Source: an optimization exercise on an open RTL-to-GDS flow (aim: small area). Production flows keep margins and buffers that such runs may drop. Only simulation tests tie the RTL to the original design; equivalence was not proved. Power is estimated from default activity; no workload was simulated.

**config.mk**
```make
export PLATFORM = sky130hd
export DESIGN_NAME = sprite_compositor
export DESIGN_NICKNAME = sprite_compositor
export VERILOG_FILES = /design/flow/design.v
export SDC_FILE = /design/flow/constraint.sdc
export NUM_CORES = 4
export LEC_CHECK = 0
export CAP_MARGIN = 20
export CORE_MARGIN = 2
export CORE_UTILIZATION = 40
export SLEW_MARGIN = 20
```
**run.sh**
```bash
#!/bin/bash
# synth_recipe.tcl (not shown) runs the flow's synth.tcl, then flattens the netlist and writes it again
# the make line also repeats each setting of config.mk as NAME=value (left out here)
make -C /OpenROAD-flow-scripts/flow DESIGN_CONFIG=/design/flow/config.mk WORK_HOME=/design/flow/orfs CLKGATE_MAP_FILE= SYNTH_SCRIPT=/design/flow/synth_recipe.tcl finish
```
**constraint.sdc**
```tcl
create_clock -name core_clock -period 7.5 [get_ports {clk}]
set_input_delay 1.5000 -clock core_clock [delete_from_list [all_inputs] [get_ports {clk}]]
set_output_delay 1.5000 -clock core_clock [all_outputs]
set_load 0.01 [all_outputs]
```
**design.v**
```verilog
package sprite_pkg;
   localparam logic [11:0] KEY_DEFAULT = 12'h428;
   localparam int PIX_W       = 12;
   localparam int XW_DEF      = 10;
   localparam int YW_DEF      = 9;
   localparam int AW_DEF      = 14;
   localparam int NUM_SPR_DEF = 8;
   typedef logic [PIX_W-1:0] pixel_t;
   typedef struct packed {
      logic              en;
      logic [XW_DEF-1:0] x;
      logic [YW_DEF-1:0] y;
      logic [XW_DEF-1:0] w;
      logic [YW_DEF-1:0] h;
   } spr_desc_t;
   function automatic logic multi_hot(input logic [31:0] v);
      multi_hot = ((v & (v - 32'd1)) != 32'd0);
   endfunction
endpackage
module sprite_hit_addr
#(
   parameter int XW = 10,
   parameter int YW = 9,
   parameter int AW = 14
) (
   input  logic          clk,
   input  logic          rst,
   input  logic          frame_start,
   input  logic          pix_req,
   input  logic [XW-1:0] col,
   input  logic [YW-1:0] row,
   input  logic          en,
   input  logic [XW-1:0] x,
   input  logic [YW-1:0] y,
   input  logic [XW-1:0] w,
   input  logic [YW-1:0] h,
   output logic [AW-1:0] addr,
   output logic          hit
);
   localparam int PW = (AW > XW + YW) ? AW : XW + YW;
   logic          en_reg;
   logic [XW-1:0] x_reg;
   logic [XW-1:0] w_reg;
   logic [YW-1:0] y_reg;
   logic [YW-1:0] h_reg;
   logic [XW:0]   x_end;
   logic [YW:0]   y_end;
   logic [XW-1:0] dx;
   logic [YW-1:0] dy;
   logic [PW-1:0] lin;
   logic          hit_next;
   always_ff @(posedge clk) begin
      if (rst) begin
         en_reg <= 1'b0;
         x_reg  <= '0;
         y_reg  <= '0;
         w_reg  <= '0;
         h_reg  <= '0;
      end else if (frame_start) begin
         en_reg <= en;
         x_reg  <= x;
         y_reg  <= y;
         w_reg  <= w;
         h_reg  <= h;
      end
   end
   always_comb begin
      x_end    = {1'b0, x_reg} + {1'b0, w_reg};
      y_end    = {1'b0, y_reg} + {1'b0, h_reg};
      hit_next = pix_req && en_reg
                 && (col >= x_reg) && ({1'b0, col} < x_end)
                 && (row >= y_reg) && ({1'b0, row} < y_end);
      dx       = col - x_reg;
      dy       = row - y_reg;
      lin      = PW'(dy) * PW'(w_reg) + PW'(dx);
   end
   always_ff @(posedge clk) begin
      if (rst) begin
         addr <= '0;
         hit  <= 1'b0;
      end else begin
         hit  <= hit_next;
         addr <= hit_next ? AW'(lin) : '0;
      end
   end
endmodule
module sprite_compositor
#(
   parameter int          NUM_SPR = 8,
   parameter int          XW      = 10,
   parameter int          YW      = 9,
   parameter int          AW      = 14,
   parameter logic [11:0] KEY     = sprite_pkg::KEY_DEFAULT
) (
   input  logic                     clk,
   input  logic                     rst,
   input  logic                     frame_start,
   input  logic                     pix_req,
   input  logic [XW-1:0]            col_in,
   input  logic [YW-1:0]            row_in,
   input  logic [NUM_SPR-1:0]       spr_en,
   input  logic [NUM_SPR*XW-1:0]    spr_x,
   input  logic [NUM_SPR*YW-1:0]    spr_y,
   input  logic [NUM_SPR*XW-1:0]    spr_w,
   input  logic [NUM_SPR*YW-1:0]    spr_h,
   output logic [NUM_SPR*AW-1:0]    spr_addr,
   input  logic [NUM_SPR*12-1:0]    spr_data,
   input  logic [11:0]              bg_data,
   input  logic                     ovl_en,
   input  logic [11:0]              ovl_data,
   output logic [11:0]              pix_out,
   output logic                     pix_valid,
   output logic [$clog2(NUM_SPR):0] top_id,
   output logic [NUM_SPR-1:0]       coll_flags
);
   localparam int IDW = $clog2(NUM_SPR) + 1;
   logic [NUM_SPR-1:0] hit1;
   logic [NUM_SPR-1:0] hit2;
   logic [NUM_SPR-1:0] opaque;
   logic [NUM_SPR-1:0] coll_event;
   logic [NUM_SPR-1:0] acc_reg;
   logic               valid1;
   logic               valid2;
   logic               ovl1;
   logic               ovl2;
   sprite_pkg::pixel_t win_pix;
   logic [IDW-1:0]     win_id;
   genvar gi;
   generate
      for (gi = 0; gi < NUM_SPR; gi++) begin : g_chan
         sprite_hit_addr #(
            .XW (XW),
            .YW (YW),
            .AW (AW)
         ) u_hit (
            .clk         (clk),
            .rst         (rst),
            .frame_start (frame_start),
            .pix_req     (pix_req),
            .col         (col_in),
            .row         (row_in),
            .en          (spr_en[gi]),
            .x           (spr_x[gi*XW +: XW]),
            .y           (spr_y[gi*YW +: YW]),
            .w           (spr_w[gi*XW +: XW]),
            .h           (spr_h[gi*YW +: YW]),
            .addr        (spr_addr[gi*AW +: AW]),
            .hit         (hit1[gi])
         );
         assign opaque[gi] = hit2[gi] && (spr_data[gi*12 +: 12] != KEY);
      end
   endgenerate
   always_ff @(posedge clk) begin
      if (rst) begin
         valid1 <= 1'b0;
         ovl1   <= 1'b0;
         valid2 <= 1'b0;
         ovl2   <= 1'b0;
         hit2   <= '0;
      end else begin
         valid1 <= pix_req;
         ovl1   <= ovl_en;
         valid2 <= valid1;
         ovl2   <= ovl1;
         hit2   <= hit1;
      end
   end
   always_comb begin
      win_pix = ovl2 ? ovl_data : bg_data;
      win_id  = '0;
      for (int i = 0; i < NUM_SPR; i++) begin
         if (opaque[i] && !ovl2) begin
            win_pix = spr_data[i*12 +: 12];
            win_id  = IDW'(i + 1);
         end
      end
      coll_event = sprite_pkg::multi_hot(32'(opaque)) ? opaque : '0;
   end
   always_ff @(posedge clk) begin
      if (rst) begin
         pix_out    <= '0;
         top_id     <= '0;
         pix_valid  <= 1'b0;
         acc_reg    <= '0;
         coll_flags <= '0;
      end else begin
         pix_valid <= valid2;
         if (valid2) begin
            pix_out <= win_pix;
            top_id  <= win_id;
         end
         if (frame_start) begin
            coll_flags <= acc_reg | coll_event;
            acc_reg    <= '0;
         end else begin
            acc_reg    <= acc_reg | coll_event;
         end
      end
   end
endmodule
```
==> notes.md <==
worst max-delay path: cells and delay by family:
family / cells / cell delay (ps)
xor+xnor: 8 / 1620
simple gates: 4 / 560
fa+ha+maj: 7 / 2780
buf+inv: 8 / 750
compound gates: 3 / 460
cell usage after synthesis (30+ instances only):
library cell	count	area share, %
nor3_1	78	0.74
o21bai_1	56	0.80
nand2b_1	147	1.7
nand4_1	30	0.36
a21oi_1	226	2.1
inv_1	728	5.2
nor2_1	608	4.3
nand2_1	324	2.3
xnor2_1	205	3.4
mux2i_1	337	6.4
o21a_1	46	0.66
a21o_1	90	1.3
a211oi_1	42	0.60
dfxtp_1	477	18
and3_1	34	0.40
a21boi_0	30	0.43
fa_1	472	18
clkbuf_1	118	0.84
ha_1	704	17
and2_1	323	3.8
xor2_1	132	2.2
nor2b_1	116	1.4
o21ai_0	142	1.3
nand3_1	50	0.48
metrics by stage:
| step | utilization (%) | TNS (ps) | hold slack (ps) |
|---|---|---|---|
| floorplan | - | 0 | 414 |
| global placement | 47.9 | -21790 | 421 |
| detailed placement | 47.9 | -23610 | 432 |
| CTS | 49.5 | 0 | 447 |
| global route | 49.6 | 0 | 462 |
| finish | 49.6 | 0 | 443 |
layout make-up:
type                       count  area share [%]
inverter                     730            4.22
clock inverter                37           0.708
timing repair buffer         945            13.3
sequential                   477            14.7
tap                         1755            3.38
clock buffer                  71            2.48
antenna                        4          0.0154
multi-input combinational   4553            61.2
power groups by stage:
stage | registers, W | logic (W) | clock network [W]
floorplan | 0.00278 | 0.00494 | 0
global placement | 0.00291 | 0.00752 | 0
detailed placement | 0.00290 | 0.00761 | 0
CTS | 0.00285 | 0.00770 | 0.00319
global route | 0.00286 | 0.00870 | 0.00328
finish | 0.00285 | 0.00765 | 0.00309
metal layers:
layer  global-route usage (%)  vias up  wire length (microns)
met4                     7.54       12                   5590
met2                     43.8     1157                  81800
met5                        0        -                     79
met1                     32.9    21400                  73800
met3                     3.93      209                  10700
li1                         -    21500                      -
kinds of logic after synthesis:
kind of cell / share of synthesized area (%)
and+or+nand+nor: 17.5
muxes: 6.43
xor gates and xnor gates: 6.03
AOI/OAI and AO/OA: 10.8
buffers and inverters: 6.43
adders and majority gates: 34.7
DFF: 18.1
worst max-delay path by stage:
stage / cells after the start / slack [ps] / end / start
2_1_floorplan: 24 / 200 / g_chan[1].u_hit.addr[13]$_SDFF_PP0_ / row_in[0]
3_3_place_gp: 28 / -770 / g_chan[7].u_hit.addr[13]$_SDFF_PP0_ / row_in[0]
3_5_place_dp: 26 / -830 / g_chan[1].u_hit.addr[13]$_SDFF_PP0_ / row_in[0]
4_1_cts: 30 / 250 / g_chan[1].u_hit.addr[13]$_SDFF_PP0_ / row_in[0]
5_1_grt: 30 / 60 / g_chan[3].u_hit.addr[13]$_SDFF_PP0_ / row_in[0]
6_report: 30 / 400 / g_chan[1].u_hit.addr[13]$_SDFF_PP0_ / row_in[0]
repair_timing:
action | 4_1_cts | 5_1_grt
setup buffers | 0 | 1
resized for setup | 8 | 9
endpoints found under the hold margin | 0 | 0
setup endpoints to repair | 11 | 14
pin swaps | 0 | 2
==> results.tsv <==
stage	metric	value	unit
cts	cts_buffer_depth	3	
timing	setup_slack	404	ps
floorplanning	die_w	367	microns
cts	clkTransAtPathRegs	70	ps
cells_and_area	final_common_cell	inv_1	
synth	synth_area	52700	sq um
detailed_routing	ant_nets	0	
pwr	intPower	0.00835	W
detailed_routing	post_drt_via_cell_ratio	5.16	
worst_setup_path	required	8110	ps
flow_run	drv_cap	0	
hold_path	hold_depth	1	
global_routing	grt_max_degree	100	
detailed_routing	drt-pass1-iter-count	5	
worst_setup_path	crit_arrival	7700	ps
worst_setup_path	crit_fanout	5	
floorplanning	ios	593	
floorplanning	dieArea	135000	sq um
global_routing	grt_antenna_before_repair	14	
synth	synth-edff-count	0	
cts	clk-insertion-delay-late	680	ps
timing	finalSetupViolCount	0	
global_routing	grt.total_usage	25.5	%
place	gp_congestion	0.907	
floorplanning	std_cell_rows	133	
timing	rsz0062_at_grt	false	
timing	fin_crit	7100	ps
pwr	seq_power_share	20.9	%
timing	period_share	94.6	%
pwr	p_sw	0.00524	W
worst_setup_path	rrSetupSlack	1150	ps
pwr	p_leak	30.8	nW
place	placed_area	62800	sq um
cells_and_area	regArea	9550	sq um
place	pre_cts_ws	-832	ps
cells_and_area	largest_reg_flops	112	
hold_path	holdPathEnd	ovl2$_SDFF_PP0_	
hold_path	min_path_type	reg2reg	
worst_setup_path	critPathKind	in2reg	
timing	clock_skew	31.6	ps
synth	yosys_most_used_dff	dfxtp_1	
cells_and_area	stdcell_count	8572	
pwr	sw_frac_of_total	38.6	%
synth	yosysSeqAreaShare	18.1	%
cells_and_area	fillers	12500	
synth	async_reset_ff_share	0	%
synth	yosys_warnings	2	
hold_path	hold_path.startpoint	ovl1$_SDFF_PP0_	
cells_and_area	layout_common_cells	726 x inv_1, 704 x ha_1, 608 x nor2_1	
detailed_routing	wl_per_cell	20.1	microns
global_routing	gr-total-overflow	0	
detailed_routing	drtIter0Drc	2296	
worst_setup_path	reg2reg_depth	24	
place	place_inst	8458	
cells_and_area	multi_input_area	39800	sq um
worst_setup_path	start_kind	input port	
global_routing	grt_pass1_vias	44800	
timing	hold_violations	0	
pwr	comb_power_share	56.3	%
timing	slew_headroom	26.4	%
synth	synth_cell_types	89	
floorplanning	core-area	131000	sq um
cts	clkSinkCount	477	
synth	synth-seq-cells	477	
cts	htreeDepth	2	
pwr	powerDensity	209	nW/um^2
worst_setup_path	end_kind	register	
timing	tightest_slew	1080	ps
worst_setup_path	reg2reg_to	g_chan[3].u_hit.addr[12]$_SDFF_PP0_	
worst_setup_path	slowest_stage	fa_1	
pwr	ir_worst_vdd	0.000183	V
floorplanning	die_y	367	microns
timing	fmax	0.141	GHz
place	io_buffers	592	
cells_and_area	final_nets	8397	
synth	syn_nets	7550	
timing	slew_viol_final	0	
place	hpwl	140000	microns
synth	syn_inst	5918	
pwr	design_power_total	0.0136	W
cts	cts_tree	yes	
cells_and_area	fin_area	65000	sq um
worst_setup_path	slowest_delay	550	ps
detailed_routing	vias	44200	
detailed_routing	drc	0	
pwr	pwr-share-clk	22.8	%
synth	syn_area_per_cell	8.90	sq um
global_routing	grt_pass1_wl	266000	microns
cts	holdBufCountCts	0	
cells_and_area	syn_to_final_growth	23.4	%
cts	clockRootBuffer	clkbuf_16	
cells_and_area	drive_above_1_share	7.98	%
worst_setup_path	r2r_start	g_chan[3].u_hit.y_reg[1]$_SDFFE_PP0P_	
detailed_routing	wl	172000	microns
cts	cts_buffers	58	
run_status	status	complete, no violations	
floorplanning	initial_core_util	40.2	%

port drivers added, routing unchanged:
The results above use ideal ports. As a check the final layout listed here was re-extracted and re-timed, cells and wires unchanged. Step 1 (the two cells are an assumption about what drives the block):
set clk [get_ports {clk}]
set_driving_cell -lib_cell sky130_fd_sc_hd__clkbuf_16 $clk
set_driving_cell -lib_cell sky130_fd_sc_hd__buf_2 [delete_from_list [all_inputs] $clk]
Step 2 times the ports against the registers' clock, not the clock port: input delays grow and output delays shrink by t, the midpoint of the rising clock arrivals with the driver on. Three values: ideal, step 1, step 2; two values: the first two.
t, ns: 0.742
setup slack, ns: 0.404 / 0.444 / -0.298
hold WS [ns]: 0.443 / 0.443 / 0.443
Met with ideal ports but missed after step 2: setup timing in this run. For this run, drivers alone change the setup slack by +0.040 ns; drivers and shift together by -0.702 ns.
